This is an optimization exercise on Yosys and OpenROAD, whose aim is small area, a short achievable clock period and few clock cycles, not a production implementation.
Function was checked by simulation only, so behaviour that the tests miss may differ from the original.
No activity file was given, so power comes from the tool's default toggle rates.

`design/flow/config.mk`:
```
export PLATFORM = sky130hd
export DESIGN_NAME = laser_dot_centroid_ranger
export DESIGN_NICKNAME = laser_dot_centroid_ranger
export VERILOG_FILES = /design/flow/design.v
export SDC_FILE = /design/flow/constraint.sdc
export NUM_CORES = 4
export LEC_CHECK = 0
export CAP_MARGIN = 20
export CORE_MARGIN = 2
export CORE_UTILIZATION = 40
export SLEW_MARGIN = 20
export SYNTH_MEMORY_MAX_BITS = 16384
```
`design/flow/constraint.sdc`:
```
create_clock -name core_clock -period 9.0 [get_ports {i_clk}]
set_input_delay 1.8000 -clock core_clock [delete_from_list [all_inputs] [get_ports {i_clk}]]
set_output_delay 1.8000 -clock core_clock [all_outputs]
set_load 0.01 [all_outputs]
```
`design/flow/design.v`:
```
package ldcr_pkg;
    localparam int COL_W     = 10;
    localparam int ROW_W     = 10;
    localparam int PIX_W     = 8;
    localparam int CNT_W     = 20;
    localparam int SUM_W     = 30;
    localparam int LEFT_W    = 10;
    localparam int CROP_W    = 11;
    localparam int COEF_W    = 32;
    localparam int CFG_IDX_W = 3;
    localparam int HSV_SHIFT = 12;
    localparam int RS_W = 20;
    localparam int RH_W = 17;
    localparam int PROD_W = 43;
    localparam int NUM_W  = 44;
    localparam int DEN_W  = 34;
    localparam int DVD_W  = 60;
    localparam int ITER_W = 6;
    localparam logic [CNT_W-1:0] COUNT_MAX = '1;
    localparam logic [16:0] SAT_LO = 17'd50;
    localparam logic [16:0] SAT_HI = 17'd250;
    localparam logic [7:0]  VAL_LO = 8'd50;
    localparam logic [7:0]  VAL_HI = 8'd250;
    localparam logic [7:0]  HUE1_LO = 8'd1;
    localparam logic [7:0]  HUE1_HI = 8'd15;
    localparam logic [7:0]  HUE2_LO = 8'd165;
    localparam logic [7:0]  HUE2_HI = 8'd179;
    localparam logic [7:0]  HUE_WRAP = 8'd180;
    typedef enum logic [CFG_IDX_W-1:0] {
        REG_CROP_LEFT    = 3'd0,
        REG_CROP_WIDTH   = 3'd1,
        REG_CROP_ROWS    = 3'd2,
        REG_COEFF_OFFSET = 3'd3,
        REG_COEFF_SLOPE  = 3'd4,
        REG_COEFF_SHIFT  = 3'd5
    } t_reg_idx;
    typedef enum logic [1:0] {
        DIV_COL,
        DIV_ROW,
        DIV_RNG
    } t_div_sel;
    typedef enum logic [3:0] {
        ST_IDLE,
        ST_DRAIN,
        ST_DIV_COL,
        ST_WAIT_COL,
        ST_DIV_ROW,
        ST_WAIT_ROW,
        ST_MUL,
        ST_NUM,
        ST_CHK,
        ST_DIV_RNG,
        ST_WAIT_RNG,
        ST_OUT
    } t_state;
    typedef struct packed {
        logic       div_start;
        t_div_sel   div_sel;
        logic       mul_en;
        logic       num_en;
        logic       out_load;
    } t_cmd;
    typedef struct packed {
        logic pipe_busy;
        logic div_done;
        logic found;
        logic den_zero;
        logic out_free;
    } t_sts;
    typedef struct packed {
        logic [LEFT_W-1:0] crop_left;
        logic [CROP_W-1:0] crop_width;
        logic [CROP_W-1:0] crop_rows;
        logic [COEF_W-1:0] coeff_offset;
        logic [COEF_W-1:0] coeff_slope;
        logic [COEF_W-1:0] coeff_shift;
    } t_cfg;
endpackage
import ldcr_pkg::*;
module ldcr_pix (
    input  logic             i_clk,
    input  logic             i_rst_n,
    input  logic             i_vld,
    input  logic [COL_W-1:0] i_col,
    input  logic [ROW_W-1:0] i_row,
    input  logic [PIX_W-1:0] i_blue,
    input  logic [PIX_W-1:0] i_green,
    input  logic [PIX_W-1:0] i_red,
    input  ldcr_pkg::t_cfg             i_cfg,
    output logic             o_hit_vld,
    output logic [COL_W-1:0] o_hit_col,
    output logic [ROW_W-1:0] o_hit_row,
    output logic             o_busy
);
    logic [PIX_W-1:0]  vmax, vmin, diff;
    logic signed [11:0] hnum;
    logic               in_win;
    always_comb begin
        vmax = i_blue;
        vmin = i_blue;
        if (i_green > vmax) vmax = i_green;
        if (i_red > vmax) vmax = i_red;
        if (i_green < vmin) vmin = i_green;
        if (i_red < vmin) vmin = i_red;
        diff = vmax - vmin;
        if (vmax == i_red) begin
            hnum = $signed({4'b0, i_green}) - $signed({4'b0, i_blue});
        end else if (vmax == i_green) begin
            hnum = $signed({4'b0, i_blue}) - $signed({4'b0, i_red})
                 + $signed({3'b0, diff, 1'b0});
        end else begin
            hnum = $signed({4'b0, i_red}) - $signed({4'b0, i_green})
                 + $signed({2'b0, diff, 2'b0});
        end
        in_win = (i_col >= i_cfg.crop_left)
              && ({2'b0, i_col} < ({2'b0, i_cfg.crop_left} + {1'b0, i_cfg.crop_width}))
              && ({1'b0, i_row} < i_cfg.crop_rows);
    end
    logic               r_vld1, r_vld2, r_vld3, r_hit;
    logic [PIX_W-1:0]   r_v1, r_d1, r_d2, r_v2, r_v3;
    logic signed [11:0] r_h1, r_h2;
    logic [COL_W-1:0]   r_c1, r_c2, r_c3, r_hc;
    logic [ROW_W-1:0]   r_r1, r_r2, r_r3, r_hr;
    logic [RS_W-1:0]    r_rs2;
    logic [RH_W-1:0]    r_rh2;
    logic [27:0]        r_sp3;
    logic signed [29:0] r_hp3;
    always_ff @(posedge i_clk) begin
        if (!i_rst_n) begin
            r_vld1 <= 1'b0;
            r_vld2 <= 1'b0;
            r_vld3 <= 1'b0;
        end else begin
            r_vld1 <= i_vld && in_win;
            r_vld2 <= r_vld1;
            r_vld3 <= r_vld2;
        end
    end
    logic [RS_W-1:0] rs_tab;
    logic [RH_W-1:0] rh_tab;
    always_comb begin
        unique case (r_v1)
            8'd0: rs_tab = RS_W'(0);
            8'd1: rs_tab = RS_W'(1044480);
            8'd2: rs_tab = RS_W'(522240);
            8'd3: rs_tab = RS_W'(348160);
            8'd4: rs_tab = RS_W'(261120);
            8'd5: rs_tab = RS_W'(208896);
            8'd6: rs_tab = RS_W'(174080);
            8'd7: rs_tab = RS_W'(149211);
            8'd8: rs_tab = RS_W'(130560);
            8'd9: rs_tab = RS_W'(116053);
            8'd10: rs_tab = RS_W'(104448);
            8'd11: rs_tab = RS_W'(94953);
            8'd12: rs_tab = RS_W'(87040);
            8'd13: rs_tab = RS_W'(80345);
            8'd14: rs_tab = RS_W'(74606);
            8'd15: rs_tab = RS_W'(69632);
            8'd16: rs_tab = RS_W'(65280);
            8'd17: rs_tab = RS_W'(61440);
            8'd18: rs_tab = RS_W'(58027);
            8'd19: rs_tab = RS_W'(54973);
            8'd20: rs_tab = RS_W'(52224);
            8'd21: rs_tab = RS_W'(49737);
            8'd22: rs_tab = RS_W'(47476);
            8'd23: rs_tab = RS_W'(45412);
            8'd24: rs_tab = RS_W'(43520);
            8'd25: rs_tab = RS_W'(41779);
            8'd26: rs_tab = RS_W'(40172);
            8'd27: rs_tab = RS_W'(38684);
            8'd28: rs_tab = RS_W'(37303);
            8'd29: rs_tab = RS_W'(36017);
            8'd30: rs_tab = RS_W'(34816);
            8'd31: rs_tab = RS_W'(33693);
            8'd32: rs_tab = RS_W'(32640);
            8'd33: rs_tab = RS_W'(31651);
            8'd34: rs_tab = RS_W'(30720);
            8'd35: rs_tab = RS_W'(29842);
            8'd36: rs_tab = RS_W'(29013);
            8'd37: rs_tab = RS_W'(28229);
            8'd38: rs_tab = RS_W'(27486);
            8'd39: rs_tab = RS_W'(26782);
            8'd40: rs_tab = RS_W'(26112);
            8'd41: rs_tab = RS_W'(25475);
            8'd42: rs_tab = RS_W'(24869);
            8'd43: rs_tab = RS_W'(24290);
            8'd44: rs_tab = RS_W'(23738);
            8'd45: rs_tab = RS_W'(23211);
            8'd46: rs_tab = RS_W'(22706);
            8'd47: rs_tab = RS_W'(22223);
            8'd48: rs_tab = RS_W'(21760);
            8'd49: rs_tab = RS_W'(21316);
            8'd50: rs_tab = RS_W'(20890);
            8'd51: rs_tab = RS_W'(20480);
            8'd52: rs_tab = RS_W'(20086);
            8'd53: rs_tab = RS_W'(19707);
            8'd54: rs_tab = RS_W'(19342);
            8'd55: rs_tab = RS_W'(18991);
            8'd56: rs_tab = RS_W'(18651);
            8'd57: rs_tab = RS_W'(18324);
            8'd58: rs_tab = RS_W'(18008);
            8'd59: rs_tab = RS_W'(17703);
            8'd60: rs_tab = RS_W'(17408);
            8'd61: rs_tab = RS_W'(17123);
            8'd62: rs_tab = RS_W'(16846);
            8'd63: rs_tab = RS_W'(16579);
            8'd64: rs_tab = RS_W'(16320);
            8'd65: rs_tab = RS_W'(16069);
            8'd66: rs_tab = RS_W'(15825);
            8'd67: rs_tab = RS_W'(15589);
            8'd68: rs_tab = RS_W'(15360);
            8'd69: rs_tab = RS_W'(15137);
            8'd70: rs_tab = RS_W'(14921);
            8'd71: rs_tab = RS_W'(14711);
            8'd72: rs_tab = RS_W'(14507);
            8'd73: rs_tab = RS_W'(14308);
            8'd74: rs_tab = RS_W'(14115);
            8'd75: rs_tab = RS_W'(13926);
            8'd76: rs_tab = RS_W'(13743);
            8'd77: rs_tab = RS_W'(13565);
            8'd78: rs_tab = RS_W'(13391);
            8'd79: rs_tab = RS_W'(13221);
            8'd80: rs_tab = RS_W'(13056);
            8'd81: rs_tab = RS_W'(12895);
            8'd82: rs_tab = RS_W'(12738);
            8'd83: rs_tab = RS_W'(12584);
            8'd84: rs_tab = RS_W'(12434);
            8'd85: rs_tab = RS_W'(12288);
            8'd86: rs_tab = RS_W'(12145);
            8'd87: rs_tab = RS_W'(12006);
            8'd88: rs_tab = RS_W'(11869);
            8'd89: rs_tab = RS_W'(11736);
            8'd90: rs_tab = RS_W'(11605);
            8'd91: rs_tab = RS_W'(11478);
            8'd92: rs_tab = RS_W'(11353);
            8'd93: rs_tab = RS_W'(11231);
            8'd94: rs_tab = RS_W'(11111);
            8'd95: rs_tab = RS_W'(10995);
            8'd96: rs_tab = RS_W'(10880);
            8'd97: rs_tab = RS_W'(10768);
            8'd98: rs_tab = RS_W'(10658);
            8'd99: rs_tab = RS_W'(10550);
            8'd100: rs_tab = RS_W'(10445);
            8'd101: rs_tab = RS_W'(10341);
            8'd102: rs_tab = RS_W'(10240);
            8'd103: rs_tab = RS_W'(10141);
            8'd104: rs_tab = RS_W'(10043);
            8'd105: rs_tab = RS_W'(9947);
            8'd106: rs_tab = RS_W'(9854);
            8'd107: rs_tab = RS_W'(9761);
            8'd108: rs_tab = RS_W'(9671);
            8'd109: rs_tab = RS_W'(9582);
            8'd110: rs_tab = RS_W'(9495);
            8'd111: rs_tab = RS_W'(9410);
            8'd112: rs_tab = RS_W'(9326);
            8'd113: rs_tab = RS_W'(9243);
            8'd114: rs_tab = RS_W'(9162);
            8'd115: rs_tab = RS_W'(9082);
            8'd116: rs_tab = RS_W'(9004);
            8'd117: rs_tab = RS_W'(8927);
            8'd118: rs_tab = RS_W'(8852);
            8'd119: rs_tab = RS_W'(8777);
            8'd120: rs_tab = RS_W'(8704);
            8'd121: rs_tab = RS_W'(8632);
            8'd122: rs_tab = RS_W'(8561);
            8'd123: rs_tab = RS_W'(8492);
            8'd124: rs_tab = RS_W'(8423);
            8'd125: rs_tab = RS_W'(8356);
            8'd126: rs_tab = RS_W'(8290);
            8'd127: rs_tab = RS_W'(8224);
            8'd128: rs_tab = RS_W'(8160);
            8'd129: rs_tab = RS_W'(8097);
            8'd130: rs_tab = RS_W'(8034);
            8'd131: rs_tab = RS_W'(7973);
            8'd132: rs_tab = RS_W'(7913);
            8'd133: rs_tab = RS_W'(7853);
            8'd134: rs_tab = RS_W'(7795);
            8'd135: rs_tab = RS_W'(7737);
            8'd136: rs_tab = RS_W'(7680);
            8'd137: rs_tab = RS_W'(7624);
            8'd138: rs_tab = RS_W'(7569);
            8'd139: rs_tab = RS_W'(7514);
            8'd140: rs_tab = RS_W'(7461);
            8'd141: rs_tab = RS_W'(7408);
            8'd142: rs_tab = RS_W'(7355);
            8'd143: rs_tab = RS_W'(7304);
            8'd144: rs_tab = RS_W'(7253);
            8'd145: rs_tab = RS_W'(7203);
            8'd146: rs_tab = RS_W'(7154);
            8'd147: rs_tab = RS_W'(7105);
            8'd148: rs_tab = RS_W'(7057);
            8'd149: rs_tab = RS_W'(7010);
            8'd150: rs_tab = RS_W'(6963);
            8'd151: rs_tab = RS_W'(6917);
            8'd152: rs_tab = RS_W'(6872);
            8'd153: rs_tab = RS_W'(6827);
            8'd154: rs_tab = RS_W'(6782);
            8'd155: rs_tab = RS_W'(6739);
            8'd156: rs_tab = RS_W'(6695);
            8'd157: rs_tab = RS_W'(6653);
            8'd158: rs_tab = RS_W'(6611);
            8'd159: rs_tab = RS_W'(6569);
            8'd160: rs_tab = RS_W'(6528);
            8'd161: rs_tab = RS_W'(6487);
            8'd162: rs_tab = RS_W'(6447);
            8'd163: rs_tab = RS_W'(6408);
            8'd164: rs_tab = RS_W'(6369);
            8'd165: rs_tab = RS_W'(6330);
            8'd166: rs_tab = RS_W'(6292);
            8'd167: rs_tab = RS_W'(6254);
            8'd168: rs_tab = RS_W'(6217);
            8'd169: rs_tab = RS_W'(6180);
            8'd170: rs_tab = RS_W'(6144);
            8'd171: rs_tab = RS_W'(6108);
            8'd172: rs_tab = RS_W'(6073);
            8'd173: rs_tab = RS_W'(6037);
            8'd174: rs_tab = RS_W'(6003);
            8'd175: rs_tab = RS_W'(5968);
            8'd176: rs_tab = RS_W'(5935);
            8'd177: rs_tab = RS_W'(5901);
            8'd178: rs_tab = RS_W'(5868);
            8'd179: rs_tab = RS_W'(5835);
            8'd180: rs_tab = RS_W'(5803);
            8'd181: rs_tab = RS_W'(5771);
            8'd182: rs_tab = RS_W'(5739);
            8'd183: rs_tab = RS_W'(5708);
            8'd184: rs_tab = RS_W'(5677);
            8'd185: rs_tab = RS_W'(5646);
            8'd186: rs_tab = RS_W'(5615);
            8'd187: rs_tab = RS_W'(5585);
            8'd188: rs_tab = RS_W'(5556);
            8'd189: rs_tab = RS_W'(5526);
            8'd190: rs_tab = RS_W'(5497);
            8'd191: rs_tab = RS_W'(5468);
            8'd192: rs_tab = RS_W'(5440);
            8'd193: rs_tab = RS_W'(5412);
            8'd194: rs_tab = RS_W'(5384);
            8'd195: rs_tab = RS_W'(5356);
            8'd196: rs_tab = RS_W'(5329);
            8'd197: rs_tab = RS_W'(5302);
            8'd198: rs_tab = RS_W'(5275);
            8'd199: rs_tab = RS_W'(5249);
            8'd200: rs_tab = RS_W'(5222);
            8'd201: rs_tab = RS_W'(5196);
            8'd202: rs_tab = RS_W'(5171);
            8'd203: rs_tab = RS_W'(5145);
            8'd204: rs_tab = RS_W'(5120);
            8'd205: rs_tab = RS_W'(5095);
            8'd206: rs_tab = RS_W'(5070);
            8'd207: rs_tab = RS_W'(5046);
            8'd208: rs_tab = RS_W'(5022);
            8'd209: rs_tab = RS_W'(4998);
            8'd210: rs_tab = RS_W'(4974);
            8'd211: rs_tab = RS_W'(4950);
            8'd212: rs_tab = RS_W'(4927);
            8'd213: rs_tab = RS_W'(4904);
            8'd214: rs_tab = RS_W'(4881);
            8'd215: rs_tab = RS_W'(4858);
            8'd216: rs_tab = RS_W'(4836);
            8'd217: rs_tab = RS_W'(4813);
            8'd218: rs_tab = RS_W'(4791);
            8'd219: rs_tab = RS_W'(4769);
            8'd220: rs_tab = RS_W'(4748);
            8'd221: rs_tab = RS_W'(4726);
            8'd222: rs_tab = RS_W'(4705);
            8'd223: rs_tab = RS_W'(4684);
            8'd224: rs_tab = RS_W'(4663);
            8'd225: rs_tab = RS_W'(4642);
            8'd226: rs_tab = RS_W'(4622);
            8'd227: rs_tab = RS_W'(4601);
            8'd228: rs_tab = RS_W'(4581);
            8'd229: rs_tab = RS_W'(4561);
            8'd230: rs_tab = RS_W'(4541);
            8'd231: rs_tab = RS_W'(4522);
            8'd232: rs_tab = RS_W'(4502);
            8'd233: rs_tab = RS_W'(4483);
            8'd234: rs_tab = RS_W'(4464);
            8'd235: rs_tab = RS_W'(4445);
            8'd236: rs_tab = RS_W'(4426);
            8'd237: rs_tab = RS_W'(4407);
            8'd238: rs_tab = RS_W'(4389);
            8'd239: rs_tab = RS_W'(4370);
            8'd240: rs_tab = RS_W'(4352);
            8'd241: rs_tab = RS_W'(4334);
            8'd242: rs_tab = RS_W'(4316);
            8'd243: rs_tab = RS_W'(4298);
            8'd244: rs_tab = RS_W'(4281);
            8'd245: rs_tab = RS_W'(4263);
            8'd246: rs_tab = RS_W'(4246);
            8'd247: rs_tab = RS_W'(4229);
            8'd248: rs_tab = RS_W'(4212);
            8'd249: rs_tab = RS_W'(4195);
            8'd250: rs_tab = RS_W'(4178);
            8'd251: rs_tab = RS_W'(4161);
            8'd252: rs_tab = RS_W'(4145);
            8'd253: rs_tab = RS_W'(4128);
            8'd254: rs_tab = RS_W'(4112);
            8'd255: rs_tab = RS_W'(4096);
            default: rs_tab = '0;
        endcase
        unique case (r_d1)
            8'd0: rh_tab = RH_W'(0);
            8'd1: rh_tab = RH_W'(122880);
            8'd2: rh_tab = RH_W'(61440);
            8'd3: rh_tab = RH_W'(40960);
            8'd4: rh_tab = RH_W'(30720);
            8'd5: rh_tab = RH_W'(24576);
            8'd6: rh_tab = RH_W'(20480);
            8'd7: rh_tab = RH_W'(17554);
            8'd8: rh_tab = RH_W'(15360);
            8'd9: rh_tab = RH_W'(13653);
            8'd10: rh_tab = RH_W'(12288);
            8'd11: rh_tab = RH_W'(11171);
            8'd12: rh_tab = RH_W'(10240);
            8'd13: rh_tab = RH_W'(9452);
            8'd14: rh_tab = RH_W'(8777);
            8'd15: rh_tab = RH_W'(8192);
            8'd16: rh_tab = RH_W'(7680);
            8'd17: rh_tab = RH_W'(7228);
            8'd18: rh_tab = RH_W'(6827);
            8'd19: rh_tab = RH_W'(6467);
            8'd20: rh_tab = RH_W'(6144);
            8'd21: rh_tab = RH_W'(5851);
            8'd22: rh_tab = RH_W'(5585);
            8'd23: rh_tab = RH_W'(5343);
            8'd24: rh_tab = RH_W'(5120);
            8'd25: rh_tab = RH_W'(4915);
            8'd26: rh_tab = RH_W'(4726);
            8'd27: rh_tab = RH_W'(4551);
            8'd28: rh_tab = RH_W'(4389);
            8'd29: rh_tab = RH_W'(4237);
            8'd30: rh_tab = RH_W'(4096);
            8'd31: rh_tab = RH_W'(3964);
            8'd32: rh_tab = RH_W'(3840);
            8'd33: rh_tab = RH_W'(3724);
            8'd34: rh_tab = RH_W'(3614);
            8'd35: rh_tab = RH_W'(3511);
            8'd36: rh_tab = RH_W'(3413);
            8'd37: rh_tab = RH_W'(3321);
            8'd38: rh_tab = RH_W'(3234);
            8'd39: rh_tab = RH_W'(3151);
            8'd40: rh_tab = RH_W'(3072);
            8'd41: rh_tab = RH_W'(2997);
            8'd42: rh_tab = RH_W'(2926);
            8'd43: rh_tab = RH_W'(2858);
            8'd44: rh_tab = RH_W'(2793);
            8'd45: rh_tab = RH_W'(2731);
            8'd46: rh_tab = RH_W'(2671);
            8'd47: rh_tab = RH_W'(2614);
            8'd48: rh_tab = RH_W'(2560);
            8'd49: rh_tab = RH_W'(2508);
            8'd50: rh_tab = RH_W'(2458);
            8'd51: rh_tab = RH_W'(2409);
            8'd52: rh_tab = RH_W'(2363);
            8'd53: rh_tab = RH_W'(2318);
            8'd54: rh_tab = RH_W'(2276);
            8'd55: rh_tab = RH_W'(2234);
            8'd56: rh_tab = RH_W'(2194);
            8'd57: rh_tab = RH_W'(2156);
            8'd58: rh_tab = RH_W'(2119);
            8'd59: rh_tab = RH_W'(2083);
            8'd60: rh_tab = RH_W'(2048);
            8'd61: rh_tab = RH_W'(2014);
            8'd62: rh_tab = RH_W'(1982);
            8'd63: rh_tab = RH_W'(1950);
            8'd64: rh_tab = RH_W'(1920);
            8'd65: rh_tab = RH_W'(1890);
            8'd66: rh_tab = RH_W'(1862);
            8'd67: rh_tab = RH_W'(1834);
            8'd68: rh_tab = RH_W'(1807);
            8'd69: rh_tab = RH_W'(1781);
            8'd70: rh_tab = RH_W'(1755);
            8'd71: rh_tab = RH_W'(1731);
            8'd72: rh_tab = RH_W'(1707);
            8'd73: rh_tab = RH_W'(1683);
            8'd74: rh_tab = RH_W'(1661);
            8'd75: rh_tab = RH_W'(1638);
            8'd76: rh_tab = RH_W'(1617);
            8'd77: rh_tab = RH_W'(1596);
            8'd78: rh_tab = RH_W'(1575);
            8'd79: rh_tab = RH_W'(1555);
            8'd80: rh_tab = RH_W'(1536);
            8'd81: rh_tab = RH_W'(1517);
            8'd82: rh_tab = RH_W'(1499);
            8'd83: rh_tab = RH_W'(1480);
            8'd84: rh_tab = RH_W'(1463);
            8'd85: rh_tab = RH_W'(1446);
            8'd86: rh_tab = RH_W'(1429);
            8'd87: rh_tab = RH_W'(1412);
            8'd88: rh_tab = RH_W'(1396);
            8'd89: rh_tab = RH_W'(1381);
            8'd90: rh_tab = RH_W'(1365);
            8'd91: rh_tab = RH_W'(1350);
            8'd92: rh_tab = RH_W'(1336);
            8'd93: rh_tab = RH_W'(1321);
            8'd94: rh_tab = RH_W'(1307);
            8'd95: rh_tab = RH_W'(1293);
            8'd96: rh_tab = RH_W'(1280);
            8'd97: rh_tab = RH_W'(1267);
            8'd98: rh_tab = RH_W'(1254);
            8'd99: rh_tab = RH_W'(1241);
            8'd100: rh_tab = RH_W'(1229);
            8'd101: rh_tab = RH_W'(1217);
            8'd102: rh_tab = RH_W'(1205);
            8'd103: rh_tab = RH_W'(1193);
            8'd104: rh_tab = RH_W'(1182);
            8'd105: rh_tab = RH_W'(1170);
            8'd106: rh_tab = RH_W'(1159);
            8'd107: rh_tab = RH_W'(1148);
            8'd108: rh_tab = RH_W'(1138);
            8'd109: rh_tab = RH_W'(1127);
            8'd110: rh_tab = RH_W'(1117);
            8'd111: rh_tab = RH_W'(1107);
            8'd112: rh_tab = RH_W'(1097);
            8'd113: rh_tab = RH_W'(1087);
            8'd114: rh_tab = RH_W'(1078);
            8'd115: rh_tab = RH_W'(1069);
            8'd116: rh_tab = RH_W'(1059);
            8'd117: rh_tab = RH_W'(1050);
            8'd118: rh_tab = RH_W'(1041);
            8'd119: rh_tab = RH_W'(1033);
            8'd120: rh_tab = RH_W'(1024);
            8'd121: rh_tab = RH_W'(1016);
            8'd122: rh_tab = RH_W'(1007);
            8'd123: rh_tab = RH_W'(999);
            8'd124: rh_tab = RH_W'(991);
            8'd125: rh_tab = RH_W'(983);
            8'd126: rh_tab = RH_W'(975);
            8'd127: rh_tab = RH_W'(968);
            8'd128: rh_tab = RH_W'(960);
            8'd129: rh_tab = RH_W'(953);
            8'd130: rh_tab = RH_W'(945);
            8'd131: rh_tab = RH_W'(938);
            8'd132: rh_tab = RH_W'(931);
            8'd133: rh_tab = RH_W'(924);
            8'd134: rh_tab = RH_W'(917);
            8'd135: rh_tab = RH_W'(910);
            8'd136: rh_tab = RH_W'(904);
            8'd137: rh_tab = RH_W'(897);
            8'd138: rh_tab = RH_W'(890);
            8'd139: rh_tab = RH_W'(884);
            8'd140: rh_tab = RH_W'(878);
            8'd141: rh_tab = RH_W'(871);
            8'd142: rh_tab = RH_W'(865);
            8'd143: rh_tab = RH_W'(859);
            8'd144: rh_tab = RH_W'(853);
            8'd145: rh_tab = RH_W'(847);
            8'd146: rh_tab = RH_W'(842);
            8'd147: rh_tab = RH_W'(836);
            8'd148: rh_tab = RH_W'(830);
            8'd149: rh_tab = RH_W'(825);
            8'd150: rh_tab = RH_W'(819);
            8'd151: rh_tab = RH_W'(814);
            8'd152: rh_tab = RH_W'(808);
            8'd153: rh_tab = RH_W'(803);
            8'd154: rh_tab = RH_W'(798);
            8'd155: rh_tab = RH_W'(793);
            8'd156: rh_tab = RH_W'(788);
            8'd157: rh_tab = RH_W'(783);
            8'd158: rh_tab = RH_W'(778);
            8'd159: rh_tab = RH_W'(773);
            8'd160: rh_tab = RH_W'(768);
            8'd161: rh_tab = RH_W'(763);
            8'd162: rh_tab = RH_W'(759);
            8'd163: rh_tab = RH_W'(754);
            8'd164: rh_tab = RH_W'(749);
            8'd165: rh_tab = RH_W'(745);
            8'd166: rh_tab = RH_W'(740);
            8'd167: rh_tab = RH_W'(736);
            8'd168: rh_tab = RH_W'(731);
            8'd169: rh_tab = RH_W'(727);
            8'd170: rh_tab = RH_W'(723);
            8'd171: rh_tab = RH_W'(719);
            8'd172: rh_tab = RH_W'(714);
            8'd173: rh_tab = RH_W'(710);
            8'd174: rh_tab = RH_W'(706);
            8'd175: rh_tab = RH_W'(702);
            8'd176: rh_tab = RH_W'(698);
            8'd177: rh_tab = RH_W'(694);
            8'd178: rh_tab = RH_W'(690);
            8'd179: rh_tab = RH_W'(686);
            8'd180: rh_tab = RH_W'(683);
            8'd181: rh_tab = RH_W'(679);
            8'd182: rh_tab = RH_W'(675);
            8'd183: rh_tab = RH_W'(671);
            8'd184: rh_tab = RH_W'(668);
            8'd185: rh_tab = RH_W'(664);
            8'd186: rh_tab = RH_W'(661);
            8'd187: rh_tab = RH_W'(657);
            8'd188: rh_tab = RH_W'(654);
            8'd189: rh_tab = RH_W'(650);
            8'd190: rh_tab = RH_W'(647);
            8'd191: rh_tab = RH_W'(643);
            8'd192: rh_tab = RH_W'(640);
            8'd193: rh_tab = RH_W'(637);
            8'd194: rh_tab = RH_W'(633);
            8'd195: rh_tab = RH_W'(630);
            8'd196: rh_tab = RH_W'(627);
            8'd197: rh_tab = RH_W'(624);
            8'd198: rh_tab = RH_W'(621);
            8'd199: rh_tab = RH_W'(617);
            8'd200: rh_tab = RH_W'(614);
            8'd201: rh_tab = RH_W'(611);
            8'd202: rh_tab = RH_W'(608);
            8'd203: rh_tab = RH_W'(605);
            8'd204: rh_tab = RH_W'(602);
            8'd205: rh_tab = RH_W'(599);
            8'd206: rh_tab = RH_W'(597);
            8'd207: rh_tab = RH_W'(594);
            8'd208: rh_tab = RH_W'(591);
            8'd209: rh_tab = RH_W'(588);
            8'd210: rh_tab = RH_W'(585);
            8'd211: rh_tab = RH_W'(582);
            8'd212: rh_tab = RH_W'(580);
            8'd213: rh_tab = RH_W'(577);
            8'd214: rh_tab = RH_W'(574);
            8'd215: rh_tab = RH_W'(572);
            8'd216: rh_tab = RH_W'(569);
            8'd217: rh_tab = RH_W'(566);
            8'd218: rh_tab = RH_W'(564);
            8'd219: rh_tab = RH_W'(561);
            8'd220: rh_tab = RH_W'(559);
            8'd221: rh_tab = RH_W'(556);
            8'd222: rh_tab = RH_W'(554);
            8'd223: rh_tab = RH_W'(551);
            8'd224: rh_tab = RH_W'(549);
            8'd225: rh_tab = RH_W'(546);
            8'd226: rh_tab = RH_W'(544);
            8'd227: rh_tab = RH_W'(541);
            8'd228: rh_tab = RH_W'(539);
            8'd229: rh_tab = RH_W'(537);
            8'd230: rh_tab = RH_W'(534);
            8'd231: rh_tab = RH_W'(532);
            8'd232: rh_tab = RH_W'(530);
            8'd233: rh_tab = RH_W'(527);
            8'd234: rh_tab = RH_W'(525);
            8'd235: rh_tab = RH_W'(523);
            8'd236: rh_tab = RH_W'(521);
            8'd237: rh_tab = RH_W'(518);
            8'd238: rh_tab = RH_W'(516);
            8'd239: rh_tab = RH_W'(514);
            8'd240: rh_tab = RH_W'(512);
            8'd241: rh_tab = RH_W'(510);
            8'd242: rh_tab = RH_W'(508);
            8'd243: rh_tab = RH_W'(506);
            8'd244: rh_tab = RH_W'(504);
            8'd245: rh_tab = RH_W'(502);
            8'd246: rh_tab = RH_W'(500);
            8'd247: rh_tab = RH_W'(497);
            8'd248: rh_tab = RH_W'(495);
            8'd249: rh_tab = RH_W'(493);
            8'd250: rh_tab = RH_W'(492);
            8'd251: rh_tab = RH_W'(490);
            8'd252: rh_tab = RH_W'(488);
            8'd253: rh_tab = RH_W'(486);
            8'd254: rh_tab = RH_W'(484);
            8'd255: rh_tab = RH_W'(482);
            default: rh_tab = '0;
        endcase
    end
    always_ff @(posedge i_clk) begin
        r_v1  <= vmax;
        r_d1  <= diff;
        r_h1  <= hnum;
        r_c1  <= i_col;
        r_r1  <= i_row;
        r_rs2 <= rs_tab;
        r_rh2 <= rh_tab;
        r_v2  <= r_v1;
        r_d2  <= r_d1;
        r_h2  <= r_h1;
        r_c2  <= r_c1;
        r_r2  <= r_r1;
        r_sp3 <= {20'b0, r_d2} * {8'b0, r_rs2};
        r_hp3 <= 30'(r_h2 * $signed({1'b0, r_rh2}));
        r_v3  <= r_v2;
        r_c3  <= r_c2;
        r_r3  <= r_r2;
    end
    logic [28:0]        s_sum;
    logic [16:0]        sat;
    logic [30:0]        h_sum;
    logic [11:0]        h_raw;
    logic signed [11:0] h_sig;
    logic [7:0]         hue;
    logic               is_red;
    always_comb begin
        s_sum = {1'b0, r_sp3} + 29'd2048;
        sat   = s_sum[28:12];
        h_sum = 31'($signed({r_hp3[29], r_hp3}) + 31'sd4196352);
        h_raw = h_sum[23:12] - 12'd1024;
        h_sig = $signed(h_raw);
        if (h_sig < 0) begin
            hue = h_raw[7:0] + HUE_WRAP;
        end else begin
            hue = h_raw[7:0];
        end
        is_red = (sat >= SAT_LO) && (sat <= SAT_HI)
              && (r_v3 >= VAL_LO) && (r_v3 <= VAL_HI)
              && (((hue >= HUE1_LO) && (hue <= HUE1_HI))
               || ((hue >= HUE2_LO) && (hue <= HUE2_HI)));
    end
    always_ff @(posedge i_clk) begin
        if (!i_rst_n) begin
            r_hit <= 1'b0;
        end else begin
            r_hit <= r_vld3 && is_red;
        end
    end
    always_ff @(posedge i_clk) begin
        r_hc <= r_c3;
        r_hr <= r_r3;
    end
    assign o_hit_vld = r_hit;
    assign o_hit_col = r_hc;
    assign o_hit_row = r_hr;
    assign o_busy    = r_vld1 | r_vld2 | r_vld3 | r_hit;
endmodule
import ldcr_pkg::*;
module ldcr_div (
    input  logic             i_clk,
    input  logic             i_rst_n,
    input  logic             i_start,
    input  logic [DVD_W-1:0] i_dvd,
    input  logic [DEN_W-1:0] i_dvs,
    output logic [DVD_W-1:0] o_quo,
    output logic             o_done
);
    logic              r_busy, r_done;
    logic [ITER_W-1:0] r_cnt;
    logic [DEN_W-1:0]  r_rem, r_dvs;
    logic [DVD_W-1:0]  r_q;
    logic [DEN_W:0] rem_sh, rem_sub;
    logic           ge;
    always_comb begin
        rem_sh  = {r_rem, r_q[DVD_W-1]};
        rem_sub = rem_sh - {1'b0, r_dvs};
        ge      = rem_sh >= {1'b0, r_dvs};
    end
    always_ff @(posedge i_clk) begin
        if (!i_rst_n) begin
            r_busy <= 1'b0;
            r_done <= 1'b0;
            r_cnt  <= '0;
        end else begin
            r_done <= 1'b0;
            if (i_start) begin
                r_busy <= 1'b1;
                r_cnt  <= '0;
            end else if (r_busy) begin
                r_cnt <= r_cnt + 1'b1;
                if (r_cnt == ITER_W'(DVD_W - 1)) begin
                    r_busy <= 1'b0;
                    r_done <= 1'b1;
                end
            end
        end
    end
    always_ff @(posedge i_clk) begin
        if (i_start) begin
            r_rem <= '0;
            r_q   <= i_dvd;
            r_dvs <= i_dvs;
        end else if (r_busy) begin
            r_rem <= ge ? rem_sub[DEN_W-1:0] : rem_sh[DEN_W-1:0];
            r_q   <= {r_q[DVD_W-2:0], ge};
        end
    end
    assign o_quo  = r_q;
    assign o_done = r_done;
endmodule
import ldcr_pkg::*;
module ldcr_ctrl (
    input  logic i_clk,
    input  logic i_rst_n,
    input  logic i_s_tvalid,
    input  logic i_s_tlast,
    input  ldcr_pkg::t_sts i_sts,
    output logic o_s_tready,
    output ldcr_pkg::t_cmd o_cmd
);
    ldcr_pkg::t_state r_state;
    ldcr_pkg::t_state n_state;
    always_ff @(posedge i_clk) begin
        if (!i_rst_n) begin
            r_state <= ST_IDLE;
        end else begin
            r_state <= n_state;
        end
    end
    always_comb begin
        n_state = r_state;
        unique case (r_state)
            ST_IDLE:     if (i_s_tvalid && i_s_tlast) n_state = ST_DRAIN;
            ST_DRAIN: begin
                if (!i_sts.pipe_busy) begin
                    n_state = i_sts.found ? ST_DIV_COL : ST_OUT;
                end
            end
            ST_DIV_COL:  n_state = ST_WAIT_COL;
            ST_WAIT_COL: if (i_sts.div_done) n_state = ST_DIV_ROW;
            ST_DIV_ROW:  n_state = ST_WAIT_ROW;
            ST_WAIT_ROW: if (i_sts.div_done) n_state = ST_MUL;
            ST_MUL:      n_state = ST_NUM;
            ST_NUM:      n_state = ST_CHK;
            ST_CHK:      n_state = i_sts.den_zero ? ST_OUT : ST_DIV_RNG;
            ST_DIV_RNG:  n_state = ST_WAIT_RNG;
            ST_WAIT_RNG: if (i_sts.div_done) n_state = ST_OUT;
            ST_OUT:      if (i_sts.out_free) n_state = ST_IDLE;
            default:     n_state = ST_IDLE;
        endcase
    end
    always_comb begin
        o_s_tready     = 1'b0;
        o_cmd          = '0;
        o_cmd.div_sel  = DIV_COL;
        unique case (r_state)
            ST_IDLE:    o_s_tready = 1'b1;
            ST_DIV_COL: begin
                o_cmd.div_start = 1'b1;
                o_cmd.div_sel   = DIV_COL;
            end
            ST_DIV_ROW: begin
                o_cmd.div_start = 1'b1;
                o_cmd.div_sel   = DIV_ROW;
            end
            ST_MUL:     o_cmd.mul_en = 1'b1;
            ST_NUM:     o_cmd.num_en = 1'b1;
            ST_DIV_RNG: begin
                o_cmd.div_start = 1'b1;
                o_cmd.div_sel   = DIV_RNG;
            end
            ST_OUT:     o_cmd.out_load = i_sts.out_free;
            default: ;
        endcase
    end
endmodule
import ldcr_pkg::*;
module ldcr_dp (
    input  logic              i_clk,
    input  logic              i_rst_n,
    input  ldcr_pkg::t_cmd              i_cmd,
    input  ldcr_pkg::t_cfg              i_cfg,
    input  logic              i_hit_vld,
    input  logic [COL_W-1:0]  i_hit_col,
    input  logic [ROW_W-1:0]  i_hit_row,
    input  logic              i_m_tready,
    output logic              o_div_done,
    output logic              o_found,
    output logic              o_den_zero,
    output logic              o_out_free,
    output logic              o_m_tvalid,
    output logic              o_found_out,
    output logic              o_range_ok,
    output logic [COL_W-1:0]  o_cent_col,
    output logic [ROW_W-1:0]  o_cent_row,
    output logic [COEF_W-1:0] o_range
);
    logic [CNT_W-1:0] r_count;
    logic [SUM_W-1:0] r_col_sum, r_row_sum;
    always_ff @(posedge i_clk) begin
        if (!i_rst_n) begin
            r_count   <= '0;
            r_col_sum <= '0;
            r_row_sum <= '0;
        end else if (i_cmd.out_load) begin
            r_count   <= '0;
            r_col_sum <= '0;
            r_row_sum <= '0;
        end else if (i_hit_vld && (r_count != COUNT_MAX)) begin
            r_count   <= r_count + 1'b1;
            r_col_sum <= r_col_sum + SUM_W'(i_hit_col);
            r_row_sum <= r_row_sum + SUM_W'(i_hit_row);
        end
    end
    logic [COL_W-1:0]         r_cc;
    logic [ROW_W-1:0]         r_cr;
    logic signed [PROD_W-1:0] r_prod;
    logic signed [NUM_W-1:0]  r_num;
    logic signed [DEN_W-1:0]  r_den;
    logic [DVD_W-1:0]         r_rq;
    ldcr_pkg::t_div_sel                 r_sel;
    logic [DVD_W-1:0] dvd, n_ext, n_mag;
    logic [DEN_W-1:0] dvs, d_mag;
    logic [DVD_W-1:0] quo;
    logic             div_done;
    always_comb begin
        n_ext = {r_num, 16'b0};
        n_mag = n_ext[DVD_W-1] ? (~n_ext + 1'b1) : n_ext;
        d_mag = r_den[DEN_W-1] ? DEN_W'(-r_den) : DEN_W'(r_den);
        unique case (i_cmd.div_sel)
            DIV_COL: begin
                dvd = DVD_W'(r_col_sum);
                dvs = DEN_W'(r_count);
            end
            DIV_ROW: begin
                dvd = DVD_W'(r_row_sum);
                dvs = DEN_W'(r_count);
            end
            default: begin
                dvd = n_mag;
                dvs = d_mag;
            end
        endcase
    end
    ldcr_div u_div (
        .i_clk   (i_clk),
        .i_rst_n (i_rst_n),
        .i_start (i_cmd.div_start),
        .i_dvd   (dvd),
        .i_dvs   (dvs),
        .o_quo   (quo),
        .o_done  (div_done)
    );
    always_ff @(posedge i_clk) begin
        if (i_cmd.div_start) begin
            r_sel <= i_cmd.div_sel;
        end
        if (div_done) begin
            unique case (r_sel)
                DIV_COL: r_cc <= quo[COL_W-1:0];
                DIV_ROW: r_cr <= quo[ROW_W-1:0];
                default: r_rq <= quo;
            endcase
        end
        if (i_cmd.mul_en) begin
            r_prod <= PROD_W'($signed(i_cfg.coeff_slope) * $signed({1'b0, r_cr}));
        end
        if (i_cmd.num_en) begin
            r_num <= NUM_W'($signed(i_cfg.coeff_offset)) + NUM_W'(r_prod);
            r_den <= DEN_W'($signed(i_cfg.coeff_shift))
                   + $signed({8'b0, r_cr, 16'b0});
        end
    end
    logic              neg, ok;
    logic [COEF_W-1:0] sat_rv;
    always_comb begin
        neg = r_num[NUM_W-1] ^ r_den[DEN_W-1];
        if (neg) begin
            sat_rv = (r_rq > DVD_W'(33'h080000000)) ? 32'h8000_0000 : (~r_rq[31:0] + 1'b1);
        end else begin
            sat_rv = (|r_rq[DVD_W-1:31]) ? 32'h7FFF_FFFF : r_rq[31:0];
        end
        ok = o_found && !o_den_zero;
    end
    logic              r_ovld, r_ofound, r_ook;
    logic [COL_W-1:0]  r_occ;
    logic [ROW_W-1:0]  r_ocr;
    logic [COEF_W-1:0] r_orv;
    always_ff @(posedge i_clk) begin
        if (!i_rst_n) begin
            r_ovld <= 1'b0;
        end else if (i_cmd.out_load) begin
            r_ovld <= 1'b1;
        end else if (i_m_tready) begin
            r_ovld <= 1'b0;
        end
    end
    always_ff @(posedge i_clk) begin
        if (i_cmd.out_load) begin
            r_ofound <= o_found;
            r_ook    <= ok;
            r_occ    <= o_found ? r_cc : '0;
            r_ocr    <= o_found ? r_cr : '0;
            r_orv    <= ok ? sat_rv : '0;
        end
    end
    assign o_div_done  = div_done;
    assign o_found     = r_count != '0;
    assign o_den_zero  = r_den == '0;
    assign o_out_free  = !r_ovld || i_m_tready;
    assign o_m_tvalid  = r_ovld;
    assign o_found_out = r_ofound;
    assign o_range_ok  = r_ook;
    assign o_cent_col  = r_occ;
    assign o_cent_row  = r_ocr;
    assign o_range     = r_orv;
endmodule
import ldcr_pkg::*;
module laser_dot_centroid_ranger (
    input  logic                 i_clk,
    input  logic                 i_rst_n,
    input  logic                 s_axis_tvalid,
    output logic                 s_axis_tready,
    input  logic [47:0]          s_axis_tdata,
    input  logic                 s_axis_tlast,
    output logic                 m_axis_tvalid,
    input  logic                 m_axis_tready,
    output logic [55:0]          m_axis_tdata,
    output logic [1:0]           m_axis_tuser,
    input  logic                 i_cfg_we,
    input  logic [CFG_IDX_W-1:0] i_cfg_idx,
    input  logic [COEF_W-1:0]    i_cfg_data
);
    ldcr_pkg::t_cfg r_cfg;
    always_ff @(posedge i_clk) begin
        if (!i_rst_n) begin
            r_cfg.crop_left    <= LEFT_W'(224);
            r_cfg.crop_width   <= CROP_W'(192);
            r_cfg.crop_rows    <= CROP_W'(479);
            r_cfg.coeff_offset <= '0;
            r_cfg.coeff_slope  <= '0;
            r_cfg.coeff_shift  <= '0;
        end else if (i_cfg_we) begin
            unique case (i_cfg_idx)
                REG_CROP_LEFT:    r_cfg.crop_left    <= i_cfg_data[LEFT_W-1:0];
                REG_CROP_WIDTH:   r_cfg.crop_width   <= i_cfg_data[CROP_W-1:0];
                REG_CROP_ROWS:    r_cfg.crop_rows    <= i_cfg_data[CROP_W-1:0];
                REG_COEFF_OFFSET: r_cfg.coeff_offset <= i_cfg_data;
                REG_COEFF_SLOPE:  r_cfg.coeff_slope  <= i_cfg_data;
                REG_COEFF_SHIFT:  r_cfg.coeff_shift  <= i_cfg_data;
                default: ;
            endcase
        end
    end
    ldcr_pkg::t_cmd             cmd;
    ldcr_pkg::t_sts             sts;
    logic             pix_acc;
    logic             hit_vld, pipe_busy;
    logic [COL_W-1:0] hit_col, cent_col;
    logic [ROW_W-1:0] hit_row, cent_row;
    logic [COEF_W-1:0] range_val;
    logic             div_done, found, den_zero, out_free, found_out, range_ok;
    assign pix_acc = s_axis_tvalid && s_axis_tready;
    ldcr_pix u_pix (
        .i_clk     (i_clk),
        .i_rst_n   (i_rst_n),
        .i_vld     (pix_acc),
        .i_col     (s_axis_tdata[9:0]),
        .i_row     (s_axis_tdata[19:10]),
        .i_blue    (s_axis_tdata[27:20]),
        .i_green   (s_axis_tdata[35:28]),
        .i_red     (s_axis_tdata[43:36]),
        .i_cfg     (r_cfg),
        .o_hit_vld (hit_vld),
        .o_hit_col (hit_col),
        .o_hit_row (hit_row),
        .o_busy    (pipe_busy)
    );
    always_comb begin
        sts.pipe_busy = pipe_busy;
        sts.div_done  = div_done;
        sts.found     = found;
        sts.den_zero  = den_zero;
        sts.out_free  = out_free;
    end
    ldcr_ctrl u_ctrl (
        .i_clk      (i_clk),
        .i_rst_n    (i_rst_n),
        .i_s_tvalid (s_axis_tvalid),
        .i_s_tlast  (s_axis_tlast),
        .i_sts      (sts),
        .o_s_tready (s_axis_tready),
        .o_cmd      (cmd)
    );
    ldcr_dp u_dp (
        .i_clk       (i_clk),
        .i_rst_n     (i_rst_n),
        .i_cmd       (cmd),
        .i_cfg       (r_cfg),
        .i_hit_vld   (hit_vld),
        .i_hit_col   (hit_col),
        .i_hit_row   (hit_row),
        .i_m_tready  (m_axis_tready),
        .o_div_done  (div_done),
        .o_found     (found),
        .o_den_zero  (den_zero),
        .o_out_free  (out_free),
        .o_m_tvalid  (m_axis_tvalid),
        .o_found_out (found_out),
        .o_range_ok  (range_ok),
        .o_cent_col  (cent_col),
        .o_cent_row  (cent_row),
        .o_range     (range_val)
    );
    assign m_axis_tdata = {4'b0, range_val, cent_row, cent_col};
    assign m_axis_tuser = {range_ok, found_out};
endmodule
```
`design/flow/run.sh`:
```
#!/bin/bash
# synth_recipe.tcl (not shown) runs the flow's synth.tcl, then flattens the netlist and writes it again
# the make line also repeats each setting of config.mk as NAME=value (left out here)
make -C /OpenROAD-flow-scripts/flow DESIGN_CONFIG=/design/flow/config.mk WORK_HOME=/design/flow/orfs CLKGATE_MAP_FILE= SYNTH_SCRIPT=/design/flow/synth_recipe.tcl finish
```
==> results.sh <==
export IMPL_grt_max_degree=84
export IMPL_num_vias=54362
export IMPL_tightest_slew_ns=1.13
export IMPL_first_pass_iters=7
export IMPL_cp_slowest_cell="clkdlybuf4s50_1"
export IMPL_path_class="in -> reg"
export IMPL_clock_sinks=820
export IMPL_r2r_slack_ns=0.93
export IMPL_drt_total_wl_um=192000
export IMPL_hold_ws_ns=0.292
export IMPL_cts_setup_buffers=0
export IMPL_power_leakage_nw=30.9
export IMPL_outcome="timing/DRC/antenna clean"
export IMPL_finalNonFillerCells=9853
export IMPL_irDropWorstVdd_uv=888
export IMPL_cts_tree="yes"
export IMPL_gr_max_usage_layer="met2"
export IMPL_crit_required_ns=9.65
export IMPL_start_kind="input port"
export IMPL_vias_per_cell=5.52
export IMPL_min_period_ns=8.42
export IMPL_rsz0062_at_grt="no"
export IMPL_track_usage_pct=22.6
export IMPL_timing_rr_end="u_dp.r_prod[42]$_DFFE_PP_"
export IMPL_power_total_w=0.0302
export IMPL_clkLatencyLatePin_ns=0.74
export IMPL_grt_pass1_vias=54219
export IMPL_area_growth_pct=11.1
export IMPL_htree_levels=3
export IMPL_cp_depth=37
export IMPL_setup_viol=0
export IMPL_cpLargestDelayFamily="compound AO/OA/AOI/OAI gates"
export IMPL_slowest_delay_ns=0.50
export IMPL_max_freq_mhz=119
export IMPL_cp_end_kind="register"
export IMPL_fin_nets=8625
export IMPL_drt_iter0_markers=4842
export IMPL_maxSlewHeadroom_pct=23.6
export IMPL_grt_pass1_wl_um=307000
export IMPL_grtUsageMet2_pct=36.3
export IMPL_min_path_type="reg -> reg"
export IMPL_cts_resized=0
export IMPL_cap_violations=0
export IMPL_use_met1_pct=31.6
export IMPL_rows=150
export IMPL_hold_buffers=0
export IMPL_fillers=16104
export IMPL_start_util_pct=40.2
export IMPL_yosysSeqAreaShare_pct=29.7
export IMPL_wl_per_cell_um=19.5
export IMPL_pin_count=149
export IMPL_ys_seq_elements=820
export IMPL_hold_start="u_pix.r_c1[8]$_DFF_P_"
export IMPL_dieWidth_um=413
export IMPL_antenna_found_initial=7
export IMPL_pre_cts_ws_ns=-0.0289
export IMPL_path_clk_slew_ns=0.06
export IMPL_yosysWarnings=5
export IMPL_clockRootBuffer="clkbuf_16"
export IMPL_clockBufferDepth=3
export IMPL_synthDistinctLibCells=88
export IMPL_min_to="u_pix.r_c2[8]$_DFF_P_"
export IMPL_cts_buffers=91
export IMPL_syn_inst=7557
export IMPL_avgSynthCellArea_sq_um=8.86
export IMPL_async_reset_ff_share_pct=0
export IMPL_cp_max_fo=6
export IMPL_arrival_ns=9.07
export IMPL_maxSlewViolCount=0
export IMPL_min_delay_path_depth=0
export IMPL_antenna_left=0
export IMPL_syn_area_sq_mm=0.0670
export IMPL_core_area_sq_mm=0.167
export IMPL_synth_edf_count=350
export IMPL_r2r_start="u_dp.r_cr[3]$_DFFE_PP_"
export IMPL_drive_above_1_share_pct=5.56
export IMPL_setup_slack_ns=0.583
export IMPL_skew_ns=0.0609
export IMPL_die_h_um=413
export IMPL_gp_congestion=0.952
export IMPL_power_per_cell_area_mw_per_mm2=405
export IMPL_dp_cells=9674
export IMPL_grt_overflow=0
export IMPL_rr_worst_depth=25
export IMPL_post_route_drc_count=0
export IMPL_port_buffers=140
export IMPL_grtUsageMet3_pct=2.96
export IMPL_die_area_sq_mm=0.171
export IMPL_cp_num_buf_inv=9
export IMPL_hpwl_um=143000
export IMPL_final_hold_violation_count=0
export IMPL_finalCritPeriodShare_pct=93.5
export IMPL_synth_ff_type="dfxtp_1"
area by class of cell:
class,instances,area [sq um],area share [%]
multi-input cells,5589,42800,57.6
flip-flops and latches,820,19900,26.8
repair buffers,324,2780,3.74
clock buffers,124,2610,3.50
well taps,2204,2760,3.71
diodes,6,15.0,0.0202
clock inverters,48,726,0.975
inverters,738,2770,3.72
worst register-to-register path: stages (launching register included):
cell and delay, ns:
edfxtp_1 0.65, buf_4 0.45, nand2_1 0.15, fa_1 0.50, fa_1 0.45, fa_1 0.55
inv_1 0.05, fa_1 0.46, fa_1 0.43, ha_1 0.40, a21o_1 0.19, a21oi_1 0.17
nand2_1 0.07, a21oi_1 0.14, o31ai_1 0.14, o221a_2 0.30, o21ai_0 0.41, o311ai_0 0.34
and3_1 0.24, a2111oi_0 0.45, buf_4 0.20, o21ai_0 0.17, and4_1 0.28, o31ai_1 0.32
o21ai_0 0.15, xnor2_1 0.14
kinds of logic (layout without fill, tap and decap cells):
| family | Yosys count | in the layout | share of synthesized area [%] |
|---|---|---|---|
| AND/OR/NAND/NOR | 2489 | 2489 | 17.6 |
| AO/OA/AOI/OAI | 1684 | 1684 | 15.9 |
| buffers and inverters | 1152 | 1234 | 6.49 |
| adder cells (fa/ha/maj) | 973 | 973 | 24.1 |
| flip-flops | 820 | 820 | 29.7 |
| XOR/XNOR | 360 | 360 | 4.75 |
| multiplexers | 78 | 78 | 1.40 |
| other | 1 | 11 | 0.00560 |
power by group:
group,internal (W),switching [W]
logic,0.00867,0.0117
registers,0.00490,0.000838
clock network,0.00239,0.00167
total,0.0160,0.0142
layer usage:
layer  up-vias  routed length (um)
met5         -                  31
met4         4                5290
met3       324               10800
met2      1579               87700
met1     26725               88400
li1      25730                   -
sequential cells by signal, indices dropped and copies added, names as in the netlist, 30 cells and up:
register,cells
r_cfg,128
u_dp.r_num,44
u_dp.r_orv,32
u_dp.u_div.r_dvs,34
u_dp.r_rq,60
u_dp.u_div.r_q,60
u_dp.u_div.r_rem,34
u_dp.r_row_sum,30
u_dp.r_col_sum,30
u_dp.r_prod,43
u_dp.r_den,33
worst max-delay path by stage:
stage                          start                endpoint  slack [ns]
global route        s_axis_tdata[27]   u_pix.r_h1[9]$_DFF_P_        0.11
global placement    s_axis_tdata[21]   u_pix.r_h1[9]$_DFF_P_        0.04
floorplan           s_axis_tdata[27]  u_pix.r_h1[10]$_DFF_P_        0.62
detailed placement  s_axis_tdata[21]  u_pix.r_h1[11]$_DFF_P_       -0.03
CTS                 s_axis_tdata[21]  u_pix.r_h1[11]$_DFF_P_        0.74
finish              s_axis_tdata[21]  u_pix.r_h1[11]$_DFF_P_        0.58
cell usage after synthesis, types with 57 or more instances:
cell type	count	area, sq um
o21ai_0	445	2230
nand2_1	1039	3900
xnor2_1	208	1820
a211oi_1	79	593
fa_1	533	10700
dfxtp_1	470	9410
nand3_1	128	641
edfxtp_1	350	10500
nor2b_1	63	394
a21o_1	90	676
ha_1	439	5490
xor2_1	150	1310
inv_1	733	2750
nand2b_1	73	457
nor3_1	118	591
a21oi_1	421	2110
clkbuf_1	371	1390
and2_1	345	2160
o211ai_1	61	458
or3_1	57	357
a21boi_0	130	976
mux2i_1	62	621
nor2_1	442	1660
a31oi_1	82	513
through the flow:
step                      utilization [%]  cell area [sq um]  TNS, ns
after floorplan                         -              67000        0
after global placement               42.6              71100        0
after detailed placement             42.6              71100  -0.0504
after CTS                            44.6              74400        0
after global routing                 44.6              74400        0
final                                44.6              74400        0
layout by cell type (no fill, tap or decap), drive strengths merged, types with 184 or more instances in the layout:
master and count:
inv 738, nor2 442, fa 533, ha 439
buf 184, edfxtp 350, o21ai 448, nand2 1039
and2 346, dfxtp 470, a21oi 421, xnor2 208
Testbench counts, summed over its fixed seeds: cycles 91,751.

-- separate check: timing with driven ports --
No port has a modelled driver above. Below, the same layout with a new extraction and two added sets of constraints.
Step 1 (the two cells are an assumption about what drives the block):
set clk [get_ports {i_clk}]
set_driving_cell -lib_cell sky130_fd_sc_hd__clkbuf_16 $clk
set_driving_cell -lib_cell sky130_fd_sc_hd__buf_2 [delete_from_list [all_inputs] $clk]
Step 2 adds t to the input delays and takes it off the output delays; t is the mean of the earliest and latest rising clock arrival at the registers after step 1. Input paths then give back, and output paths get back, about the clock's delay inside the block.
a / b / c = ideal / step 1 / step 2; a / b = the first two.
shift t [ns]: 0.786
setup slack, ns: 0.583 / 0.638 / -0.149
worst setup path after step 2: input to register
worst slew at a driven data input, ns: 0.09
Met with ideal ports but missed after step 2: setup timing in this run. The setup slack of this run moves by +0.055 ns with the drivers and by -0.732 ns with both steps.
